What follows belongs to an exercise in optimizing a design on an open flow for small area and a short achievable clock period; a production flow would make more cautious choices. Function was not checked in any run shown here: the RTL went through the layout flow alone. Power figures rest on the tool's default switching activity, not on a simulated workload.

## flow/run.sh

```bash
#!/bin/bash
# synth_recipe.tcl (not shown) runs the flow's synth.tcl, then flattens the netlist and writes it again
# the make line also repeats each setting of config.mk as NAME=value (left out here)
make -C /OpenROAD-flow-scripts/flow DESIGN_CONFIG=/design/flow/config.mk WORK_HOME=/design/flow/orfs CLKGATE_MAP_FILE= SYNTH_SCRIPT=/design/flow/synth_recipe.tcl finish
```

## flow/config.mk

```make
export PLATFORM = sky130hd
export DESIGN_NAME = cache_tag_check
export DESIGN_NICKNAME = cache_tag_check
export VERILOG_FILES = /design/flow/design.v
export SDC_FILE = /design/flow/constraint.sdc
export NUM_CORES = 4
export LEC_CHECK = 0
export ABC_CLOCK_PERIOD_IN_PS = 4500
export CAP_MARGIN = 20
export CORE_MARGIN = 2
export CORE_UTILIZATION = 35
export SETUP_SLACK_MARGIN = 0.2
export SLEW_MARGIN = 20
```

## flow/constraint.sdc

```tcl
create_clock -name core_clock -period 5.5 [get_ports {clk}]
set_input_delay 1.1000 -clock core_clock [delete_from_list [all_inputs] [get_ports {clk}]]
set_output_delay 1.1000 -clock core_clock [all_outputs]
set_load 0.01 [all_outputs]
```

## flow/design.v

```verilog
module cache_tag_check #(
    parameter int  WAYS  = 4,
    parameter int  SETS  = 16,
    parameter int  TAG_W = 20,
    localparam int WAY_W = (WAYS > 1) ? $clog2(WAYS) : 1,
    localparam int IDX_W = $clog2(SETS)
) (
    input  logic             clk,
    input  logic             rst,
    input  logic             lkp_valid,
    input  logic [IDX_W-1:0] lkp_index,
    input  logic [TAG_W-1:0] lkp_tag,
    output logic             lkp_ready,
    output logic             rsp_valid,
    output logic             rsp_hit,
    output logic [WAY_W-1:0] rsp_way,
    input  logic             fill_valid,
    input  logic [IDX_W-1:0] fill_index,
    input  logic [TAG_W-1:0] fill_tag,
    output logic             fill_done,
    output logic [WAY_W-1:0] fill_way,
    input  logic             flush,
    output logic             busy,
    output logic             err
);
    logic                         busy_q;
    logic [IDX_W-1:0]             fcnt_q;
    logic [SETS-1:0][WAYS-1:0]    vld_q;
    logic [SETS-1:0][WAY_W-1:0]   ptr_q;
    logic [TAG_W-1:0]             tag_mem [SETS][WAYS];
    logic                         pw_vld;
    logic [IDX_W-1:0]             pw_idx;
    logic [WAY_W-1:0]             pw_way;
    logic [TAG_W-1:0]             pw_tag;
    logic                         pw_adv;
    logic                         lkp_acc, fill_acc;
    logic                         l_byp, f_byp;
    logic                         l_ptag_eq, f_ptag_eq;
    logic [WAYS-1:0]              lkp_hitv, fill_match, fill_inv;
    logic                         hit_any;
    logic [WAY_W-1:0]             hit_way;
    logic [WAY_W-1:0]             victim;
    logic                         ptr_adv;
    logic [WAY_W-1:0]             ptr_cur;
    assign lkp_ready = ~busy_q;
    assign busy      = busy_q;
    assign err       = 1'b0;
    assign lkp_acc   = lkp_valid  & ~busy_q & ~flush;
    assign fill_acc  = fill_valid & ~busy_q & ~flush;
    assign l_byp     = pw_vld && (pw_idx == lkp_index);
    assign f_byp     = pw_vld && (pw_idx == fill_index);
    assign l_ptag_eq = (pw_tag == lkp_tag);
    assign f_ptag_eq = (pw_tag == fill_tag);
    for (genvar w = 0; w < WAYS; w++) begin : g_way
        logic l_pw, f_pw;
        assign l_pw = l_byp && (pw_way == WAY_W'(w));
        assign f_pw = f_byp && (pw_way == WAY_W'(w));
        assign lkp_hitv[w]   = l_pw ? l_ptag_eq
                             : (vld_q[lkp_index][w] && (tag_mem[lkp_index][w] == lkp_tag));
        assign fill_match[w] = f_pw ? f_ptag_eq
                             : (vld_q[fill_index][w] && (tag_mem[fill_index][w] == fill_tag));
        assign fill_inv[w]   = ~f_pw & ~vld_q[fill_index][w];
    end
    always_comb begin
        hit_any = |lkp_hitv;
        hit_way = '0;
        for (int w = WAYS - 1; w >= 0; w--) begin
            if (lkp_hitv[w]) hit_way = WAY_W'(w);
        end
    end
    assign ptr_cur = ptr_q[fill_index] + WAY_W'(f_byp & pw_adv);
    always_comb begin
        victim  = ptr_cur;
        ptr_adv = 1'b0;
        if (|fill_match) begin
            for (int w = WAYS - 1; w >= 0; w--) begin
                if (fill_match[w]) victim = WAY_W'(w);
            end
        end else if (|fill_inv) begin
            for (int w = WAYS - 1; w >= 0; w--) begin
                if (fill_inv[w]) victim = WAY_W'(w);
            end
        end else begin
            ptr_adv = 1'b1;
        end
    end
    always_ff @(posedge clk) begin
        if (rst) begin
            busy_q <= 1'b0;
            fcnt_q <= '0;
        end else if (busy_q) begin
            fcnt_q <= fcnt_q + IDX_W'(1);
            if (fcnt_q == IDX_W'(SETS - 1)) busy_q <= 1'b0;
        end else if (flush) begin
            busy_q <= 1'b1;
        end
    end
    always_ff @(posedge clk) begin
        if (rst) pw_vld <= 1'b0;
        else     pw_vld <= fill_acc;
        if (fill_acc) begin
            pw_idx <= fill_index;
            pw_way <= victim;
            pw_tag <= fill_tag;
            pw_adv <= ptr_adv;
        end
    end
    always_ff @(posedge clk) begin
        if (rst) begin
            vld_q <= '0;
            ptr_q <= '0;
        end else begin
            if (pw_vld) begin
                vld_q[pw_idx][pw_way] <= 1'b1;
                if (pw_adv) ptr_q[pw_idx] <= ptr_q[pw_idx] + WAY_W'(1);
            end
            if (~busy_q & flush) vld_q <= '0;
        end
    end
    always_ff @(posedge clk) begin
        if (pw_vld) tag_mem[pw_idx][pw_way] <= pw_tag;
    end
    always_ff @(posedge clk) begin
        if (rst) begin
            rsp_valid <= 1'b0;
            rsp_hit   <= 1'b0;
            rsp_way   <= '0;
            fill_done <= 1'b0;
            fill_way  <= '0;
        end else begin
            rsp_valid <= lkp_acc;
            rsp_hit   <= lkp_acc & hit_any;
            rsp_way   <= lkp_acc ? hit_way : '0;
            fill_done <= fill_acc;
            if (fill_acc) fill_way <= victim;
        end
    end
endmodule
```

==> results of run 1 <==
-- per-layer routing --
metal  routed length, um  up-vias
met4               14100        6
met2              108000     2823
met1               86900    22228
li1                    -    16347
met5                  37        -
met3               26200      578
-- path summary, 6_finish.rpt --
| kind | to | start | depth (start not counted) | slack, ns |
|---|---|---|---|---|
| max | pw_way[0]$_DFFE_PP_ | fill_index[0] | 12 | 0.83 |
| min | ptr_q[17]$_SDFFE_PP0P_ | ptr_q[17]$_SDFFE_PP0P_ | 2 | 0.48 |
| max reg2reg | pw_way[0]$_DFFE_PP_ | pw_way[0]$_DFFE_PP_ | 10 | 1.53 |
| min reg2reg | ptr_q[17]$_SDFFE_PP0P_ | ptr_q[17]$_SDFFE_PP0P_ | 2 | 0.48 |
-- cell families after synthesis --
| logic type | share of synthesized area |
|---|---|
| XOR/XNOR | 0.0298 |
| AND/OR/NAND/NOR | 0.0422 |
| other | 0.0000547 |
| buffers and inverters | 0.0252 |
| multiplexers | 0.263 |
| adder cells (fa/ha/maj) | 0.00219 |
| AO/OA/AOI/OAI | 0.0335 |
| flip-flops | 0.604 |
-- per-stage QoR --
stage / cells / utilization / hold WS [ns] / setup WS (ns)
finish: 6779 / 0.404 / 0.481 / 0.828
global route: 6777 / 0.404 / 0.510 / 0.815
CTS: 6774 / 0.404 / 0.484 / 0.951
detailed placement: 6497 / 0.378 / 0.473 / 0.0804
global placement: 6496 / 0.378 / 0.462 / 0.138
floorplan: 3812 / - / 0.439 / 1.23
-- state kept, by name (all words and copies together), names as in the netlist --
register	cells
tag_mem	1280
vld_q	64
ptr_q	32
pw_tag	20
fcnt_q	4
pw_idx	4
fill_way	2
pw_way	2
rsp_way	2
busy_q	1
pw_adv	1
pw_vld	1
rsp_hit	1
rsp_valid	1
-- layout by cell type (no fill, tap or decap), drive strengths merged, types with 91 or more instances in the layout --
master,n
buf,302
dfxtp,108
mux4,709
a21oi,91
xor2,102
xnor2,131
nor2,237
edfxtp,1307
mux2i,172
nand2,112
clkbuf,190
-- worst max-delay path, stage by stage --
cell and delay [ns]:
buf_8 0.44, buf_4 0.54, mux4_2 0.57, xor2_1 0.16, a32oi_1 0.41, nand4_1 0.19
nor4b_1 0.34, nand4_1 0.15, o31ai_1 0.69, buf_4 0.29, a211oi_1 0.09, o21a_1 0.14
-- area by class of cell --
class / count / share of cell area
inverters: 16 / 0.000779
well taps: 2624 / 0.0417
multi-input cells: 2090 / 0.326
repair buffers: 353 / 0.0404
clock inverters: 88 / 0.0135
diodes: 4 / 0.000127
clock buffers: 189 / 0.0512
flip-flops and latches: 1415 / 0.526
-- power breakdown --
part           total, mW  switching (mW)  internal (mW)
combinational       2.19            1.31          0.886
sequential          11.7          0.0169           11.7
clock               10.5            4.41           6.05
==> impl_metrics.tcl, run 1 <==
set metrics [dict create \
    final.period_utilization 0.849 \
    seq_area_um2 41400 \
    tritoncts "yes" \
    ys_ff_latch 1415 \
    die_w_um 447 \
    viasPerCell 6.19 \
    netlist_area_um2 68600 \
    ctsLongestPathBuffers 3 \
    gr-usage-all-layers 0.234 \
    multi_input_area_um2 25600 \
    power.total_mw 24.4 \
    status "complete, no violations" \
    cts_buffers 155 \
    drc 0 \
    max-slew-margin-rel 0.194 \
    hold_violations 0 \
    root_buffer "clkbuf_16" \
    dr.pass1.iters 5 \
    grt_pass1_vias 41355 \
    placed_area_um2 73500 \
    grt.met2_usage 0.364 \
    hp-class "reg2reg" \
    grt-ovfl-total 0 \
    clk_latency_ns 0.82 \
    yosysSeqAreaShare 0.604 \
    grt_util_met1 0.304 \
    avgRoutedWirePerCell_um 34.8 \
    area_growth_syn_to_layout_pct 14.7 \
    async_flop_share 0 \
    timing_worst_setup_path_type "in2reg" \
    drtIter0Drc 6156 \
    antenna_found_initial 9 \
    die_area_um2 199000 \
    start_util 0.352 \
    syn_area_per_cell_um2 18.0 \
    synth_most_common_cell "edfxtp_1" \
    cts_setup_buffers 0 \
    grt_first_pass_wirelength_mm 326 \
    place_congestion 0.890 \
    synth_largest_area_cell "edfxtp_1" \
    p_leak_nw 24.9 \
    cts_resized 0 \
    totalWireLength_mm 236 \
    clock_sinks 1415 \
    critPathMaxFanout 39 \
    ys_warn_count 1 \
    setup_tns_ns 0 \
    synth_edf_count 1307 \
    vias 41982 \
    tightestPinTransition_ns 1.20 \
    critPathArrivalTime_ns 5.24 \
    busiest_layer "met2" \
    end_kind "register" \
    postCtsHoldBufs 0 \
    setup_violations 0 \
    die_height_um 447 \
    irDropWorstVdd_uv 255 \
    yosysTopAreaCellShare 0.572 \
    synth_top_cells_by_count "edfxtp_1 (1,307), mux4_2 (700), nor2_1 (235)" \
    required_ns 6.07 \
    power.density_nw_per_um2 310 \
    antenna_left 0 \
    fillers 17262 \
    yosys-top-cells-area "edfxtp_1 (57%), mux4_2 (23%), dfxtp_1 (3.2%), mux2i_1 (2.5%), xnor2_1 (1.7%)" \
    met3_usage 0.0567 \
    rsz0062_at_grt "no" \
    synth_fp_nets 3877 \
    final_area_um2 78700 \
    io_pins 63 \
    grt_start_max_net_pins 67 \
    fmax_mhz 214 \
    synth_cell_types 88 \
    drive_gt1_frac 0.320 \
    io_buffers 61 \
    core_um2 195000 \
    dp_hpwl_mm 146 \
    post-route-min-period_ns 4.67 \
    path_clk_slew_ns 0.06 \
    nets 4096 \
    cts_htree_levels 4 \
    maxCapViolCount 0 \
    clock_skew_ns 0.0457 \
    syn_inst 3812 \
    final_max_slew_viol_count 0 \
    synthFlopType "edfxtp_1" \
    rows 162 \
    cp-start-kind "primary input" \
]
==> inputs of run 2 (changes only) <==
--- a/flow/design.v
+++ b/flow/design.v
@@ -52,4 +52,36 @@
     assign l_ptag_eq = (pw_tag == lkp_tag);
     assign f_ptag_eq = (pw_tag == fill_tag);
+    logic [SETS-1:0]              l_seln, f_seln;
+    logic [TAG_W-1:0]             l_mm [WAYS];
+    logic [TAG_W-1:0]             f_mm [WAYS];
+    logic [WAYS-1:0]              l_vrd, f_vrd;
+    always_comb begin
+        for (int s = 0; s < SETS; s++) begin
+            l_seln[s] = (lkp_index != IDX_W'(s));
+            f_seln[s] = (fill_index != IDX_W'(s));
+        end
+        l_vrd = '0;
+        f_vrd = '0;
+        for (int s = 0; s < SETS; s++) begin
+            l_vrd = l_vrd | ({WAYS{~l_seln[s]}} & vld_q[s]);
+            f_vrd = f_vrd | ({WAYS{~f_seln[s]}} & vld_q[s]);
+        end
+    end
+    for (genvar w = 0; w < WAYS; w++) begin : g_rd
+        for (genvar b = 0; b < TAG_W; b++) begin : g_bit
+            ctc_cmp_bit #(.SETS(SETS)) u_l (
+                .seln(l_seln), .t(lkp_tag[b]), .mm(l_mm[w][b]),
+                .d({tag_mem[15][w][b], tag_mem[14][w][b], tag_mem[13][w][b], tag_mem[12][w][b],
+                    tag_mem[11][w][b], tag_mem[10][w][b], tag_mem[9][w][b],  tag_mem[8][w][b],
+                    tag_mem[7][w][b],  tag_mem[6][w][b],  tag_mem[5][w][b],  tag_mem[4][w][b],
+                    tag_mem[3][w][b],  tag_mem[2][w][b],  tag_mem[1][w][b],  tag_mem[0][w][b]}));
+            ctc_cmp_bit #(.SETS(SETS)) u_f (
+                .seln(f_seln), .t(fill_tag[b]), .mm(f_mm[w][b]),
+                .d({tag_mem[15][w][b], tag_mem[14][w][b], tag_mem[13][w][b], tag_mem[12][w][b],
+                    tag_mem[11][w][b], tag_mem[10][w][b], tag_mem[9][w][b],  tag_mem[8][w][b],
+                    tag_mem[7][w][b],  tag_mem[6][w][b],  tag_mem[5][w][b],  tag_mem[4][w][b],
+                    tag_mem[3][w][b],  tag_mem[2][w][b],  tag_mem[1][w][b],  tag_mem[0][w][b]}));
+        end
+    end
     for (genvar w = 0; w < WAYS; w++) begin : g_way
         logic l_pw, f_pw;
@@ -57,8 +89,8 @@
         assign f_pw = f_byp && (pw_way == WAY_W'(w));
         assign lkp_hitv[w]   = l_pw ? l_ptag_eq
-                             : (vld_q[lkp_index][w] && (tag_mem[lkp_index][w] == lkp_tag));
+                             : (l_vrd[w] && ~|l_mm[w]);
         assign fill_match[w] = f_pw ? f_ptag_eq
-                             : (vld_q[fill_index][w] && (tag_mem[fill_index][w] == fill_tag));
-        assign fill_inv[w]   = ~f_pw & ~vld_q[fill_index][w];
+                             : (f_vrd[w] && ~|f_mm[w]);
+        assign fill_inv[w]   = ~f_pw & ~f_vrd[w];
     end
     always_comb begin
@@ -99,10 +131,8 @@
         if (rst) pw_vld <= 1'b0;
         else     pw_vld <= fill_acc;
-        if (fill_acc) begin
-            pw_idx <= fill_index;
-            pw_way <= victim;
-            pw_tag <= fill_tag;
-            pw_adv <= ptr_adv;
-        end
+        pw_idx <= fill_index;
+        pw_way <= victim;
+        pw_tag <= fill_tag;
+        pw_adv <= ptr_adv;
     end
     always_ff @(posedge clk) begin
@@ -137,2 +167,28 @@
     end
 endmodule
+module ctc_cmp_bit #(
+    parameter int SETS = 16
+) (
+    input  logic [SETS-1:0] seln,
+    input  logic [SETS-1:0] d,
+    input  logic            t,
+    output logic            mm
+);
+    logic [SETS/2-1:0] o;
+    for (genvar k = 0; k < SETS / 2; k++) begin : g_pair
+        ctc_o22ai u_o (.a1(d[2*k]), .a2(seln[2*k]), .b1(d[2*k+1]), .b2(seln[2*k+1]), .y(o[k]));
+    end
+    ctc_mmx #(.N(SETS / 2)) u_m (.o(o), .t(t), .mm(mm));
+endmodule
+module ctc_o22ai (input logic a1, a2, b1, b2, output logic y);
+    assign y = ~((a1 | a2) & (b1 | b2));
+endmodule
+module ctc_mmx #(
+    parameter int N = 8
+) (
+    input  logic [N-1:0] o,
+    input  logic         t,
+    output logic         mm
+);
+    assign mm = (~|o) ^ t;
+endmodule
--- a/flow/config.mk
+++ b/flow/config.mk
@@ -12,2 +12,3 @@
 export SETUP_SLACK_MARGIN = 0.2
 export SLEW_MARGIN = 20
+export SYNTH_HIERARCHICAL = 1
==> run 2 against run 1 <==
Net effect: still clean on timing, DRC and antenna; global-route usage up 3.4 points; sequential power barely moved; critical path depth increased by 4; critical endpoint is now fill_way[0]$_SDFFE_PP0P_; highest routed layer unchanged.
==> impl_metrics.tcl, run 2 <==
set metrics [dict create \
    cp-start-kind "primary input" \
    synth_cell_types 73 \
    netlist_area_um2 58500 \
    grt_first_pass_wirelength_mm 326 \
    ctsLongestPathBuffers 3 \
    synth_most_common_cell "o22ai_1" \
    drive_gt1_frac 0.159 \
    p_leak_nw 23.1 \
    dr.pass1.iters 6 \
    irDropWorstVdd_uv 295 \
    yosysTopAreaCellShare 0.657 \
    critPathMaxFanout 12 \
    critPathArrivalTime_ns 5.87 \
    antenna_found_initial 5 \
    max-slew-margin-rel 0.159 \
    cts_resized 0 \
    synth.area.mux_share 0.0156 \
    clock_sinks 1415 \
    rows 150 \
    maxCapViolCount 0 \
    yosysSeqAreaShare 0.703 \
    hold_slack_ns 0.468 \
    async_flop_share 0 \
    io_pins 63 \
    vias 47247 \
    die_w_um 413 \
    totalWireLength_mm 235 \
    synth-compound-area-share 0.156 \
    root_buffer "clkbuf_16" \
    setup_tns_ns 0 \
    ys_warn_count 9 \
    post-route-min-period_ns 5.22 \
    cts_setup_buffers 0 \
    gr-usage-all-layers 0.268 \
    place_congestion 0.965 \
    synth_top_cells_by_count "o22ai_1 (1,281), edfxtp_1 (1,280), nor4_1 (368)" \
    synth_top_family_by_area "compound AO/OA/AOI/OAI gates" \
    synthSimpleGateAreaFrac 0.0837 \
    drtIter0Drc 7435 \
    final_cell_mix "o22ai_1 (1,281), edfxtp_1 (1,280), nor4_1 (368)" \
    path_clk_slew_ns 0.06 \
    synth_largest_area_cell "edfxtp_1" \
    rsz0062_at_grt "no" \
    synth_xor_xnor_area_share 0.0331 \
    power.density_nw_per_um2 333 \
    grt-ovfl-total 0 \
    antenna_left 0 \
    timing_worst_setup_path_type "in2reg" \
    syn_area_per_cell_um2 13.9 \
    fmax_mhz 192 \
    cts_htree_levels 4 \
    postCtsHoldBufs 0 \
    utilization 0.425 \
    end_kind "register" \
    hold_violations 0 \
    required_ns 6.16 \
    nets 4831 \
    setup_violations 0 \
    synth_fp_nets 4272 \
    top_register "tag_mem" \
    syn_inst 4210 \
    synth_fa_ha_area_frac 0.00193 \
    cts_buffers 147 \
    dp_hpwl_mm 147 \
    final_common_cell "o22ai_1" \
    tightestPinTransition_ns 1.26 \
    n_antenna_cell 0 \
    io_buffers 61 \
    die_height_um 413 \
    reg.largest.list "tag_mem (1280), vld_q (64), ptr_q (32)" \
    final_max_slew_viol_count 0 \
    clk_latency_ns 0.82 \
    synth_edf_count 1280 \
    tritoncts "yes" \
    drc 0 \
    viasPerCell 6.66 \
    final.period_utilization 0.949 \
    core_um2 167000 \
    yosys-top-cells-area "edfxtp_1 (66%), o22ai_1 (14%), dfxtp_1 (4.6%), nor4_1 (3.9%), xnor2_1 (2.9%)" \
    clock_skew_ns 0.0504 \
    area_growth_syn_to_layout_pct 21.1 \
    die_area_um2 170000 \
    start_util 0.351 \
    ys_ff_latch 1415 \
    grt_start_max_net_pins 67 \
    grt_pass1_vias 45381 \
    synthFlopType "edfxtp_1" \
    largest_reg_flops 1280 \
    status "complete, no violations" \
    avgRoutedWirePerCell_um 33.2 \
    hp-class "reg2reg" \
    fillers 15140 \
]
[run 2: layout make-up]
type	instances	area (um^2)	share of cell area
well taps	2204	2760	0.0389
multi-input cells	2717	17400	0.246
clock buffers	190	3950	0.0558
flip-flops and latches	1415	41200	0.581
repair buffers	473	4620	0.0652
clock inverters	75	821	0.0116
inverters	15	58.8	0.000830
[run 2: critical path, cell delays in order]
cell and delay, ns:
clkdlybuf4s50_1 0.59, and2_1 0.32, buf_12 0.17, nand2_4 0.22
buf_12 0.21, buf_4 0.30, o22ai_1 0.15, nor4_1 0.76
nand2_1 0.14, xnor2_1 0.16, nor4_1 0.39, nand3_1 0.32
or4b_1 0.61, o21ai_0 0.14, or4_1 0.16, a31oi_1 0.09
[run 2: path summary, 6_finish.rpt]
kind	from	endpoint	slack (ns)	depth (start not counted)
setup / recovery	fill_index[2]	fill_way[0]$_SDFFE_PP0P_	0.28	16
hold reg to reg	ptr_q[31]$_SDFFE_PP0P_	ptr_q[31]$_SDFFE_PP0P_	0.47	2
hold / removal	ptr_q[31]$_SDFFE_PP0P_	ptr_q[31]$_SDFFE_PP0P_	0.47	2
setup reg to reg	pw_idx[0]$_DFF_P_	vld_q[1]$_SDFFE_PP0P_	1.90	10
[run 2: per-layer routing]
layer  wire, um  vias up  GRT usage
met4      16000        2      0.157
met1      86100    23316      0.347
met3      31800      916     0.0756
met2     101000     3932      0.401
met5         52        -          0
li1           -    19081          -
[run 2: cells by family after synthesis]
group,Yosys count
compound gates,1452
xor+xnor,220
fa+ha+maj,9
buf+inv,78
flops,1415
mux,64
other cells,1
simple gates,971
[run 2: per-stage QoR]
stage | std cells | power [mW] | setup WS (ns) | cell area (um^2)
finish | 7089 | 23.6 | 0.283 | 70800
global route | 7089 | 24.1 | 0.303 | 70800
CTS | 7089 | 23.6 | 0.446 | 70800
detailed placement | 6824 | 13.7 | -0.344 | 66000
global placement | 6824 | 13.7 | -0.362 | 66000
floorplan | 4210 | 12.8 | 0.513 | 58500
[run 2: modules after synthesis, one instance, submodules excluded, excerpt]
module / cells inside / copies in the design / flops+latches / cell area, um^2
ctc_o22ai: 1 / 1280 / 0 / 6.26
cache_tag_check: 2290 / 1 / 1415 / 46500
[run 2: where the power goes]
group | switching (mW) | internal [mW] | leakage, nW
Sequential | 0.0385 | 11.7 | 12.6
Clock | 4.35 | 5.68 | 2.34
Combinational | 1.18 | 0.615 | 8.16

static timing again, ports no longer ideal:
In the flow no input, the clock included, has a driving cell. The finished layouts below were timed again as built, in two steps.
Step 1 assumes that a clkbuf_16 drives the clock port and a buf_2 every other input.
Step 2 moves the port delays by t, midway between the first and last clock arrival at a register: inputs arrive t later, outputs are due t later. That takes back most of the time a late clock gives input paths.
Slacks: no drivers / after step 1 / after step 2; pairs: no drivers / after step 1.
| run | shift t [ns] | setup WS [ns] | slew at the worst register clock pin (ns) |
|---|---|---|---|
| run 1 | 0.887 | 0.828 / 0.864 / -0.024 | 0.06 / 0.06 |
| run 2 | 0.873 | 0.283 / 0.341 / -0.532 | 0.07 / 0.07 |
With both steps, setup timing fails in run 1 and run 2, where it was met with ideal ports. For run 1, which loses most, drivers alone change the setup slack by +0.036 ns; drivers and shift together by -0.852 ns.
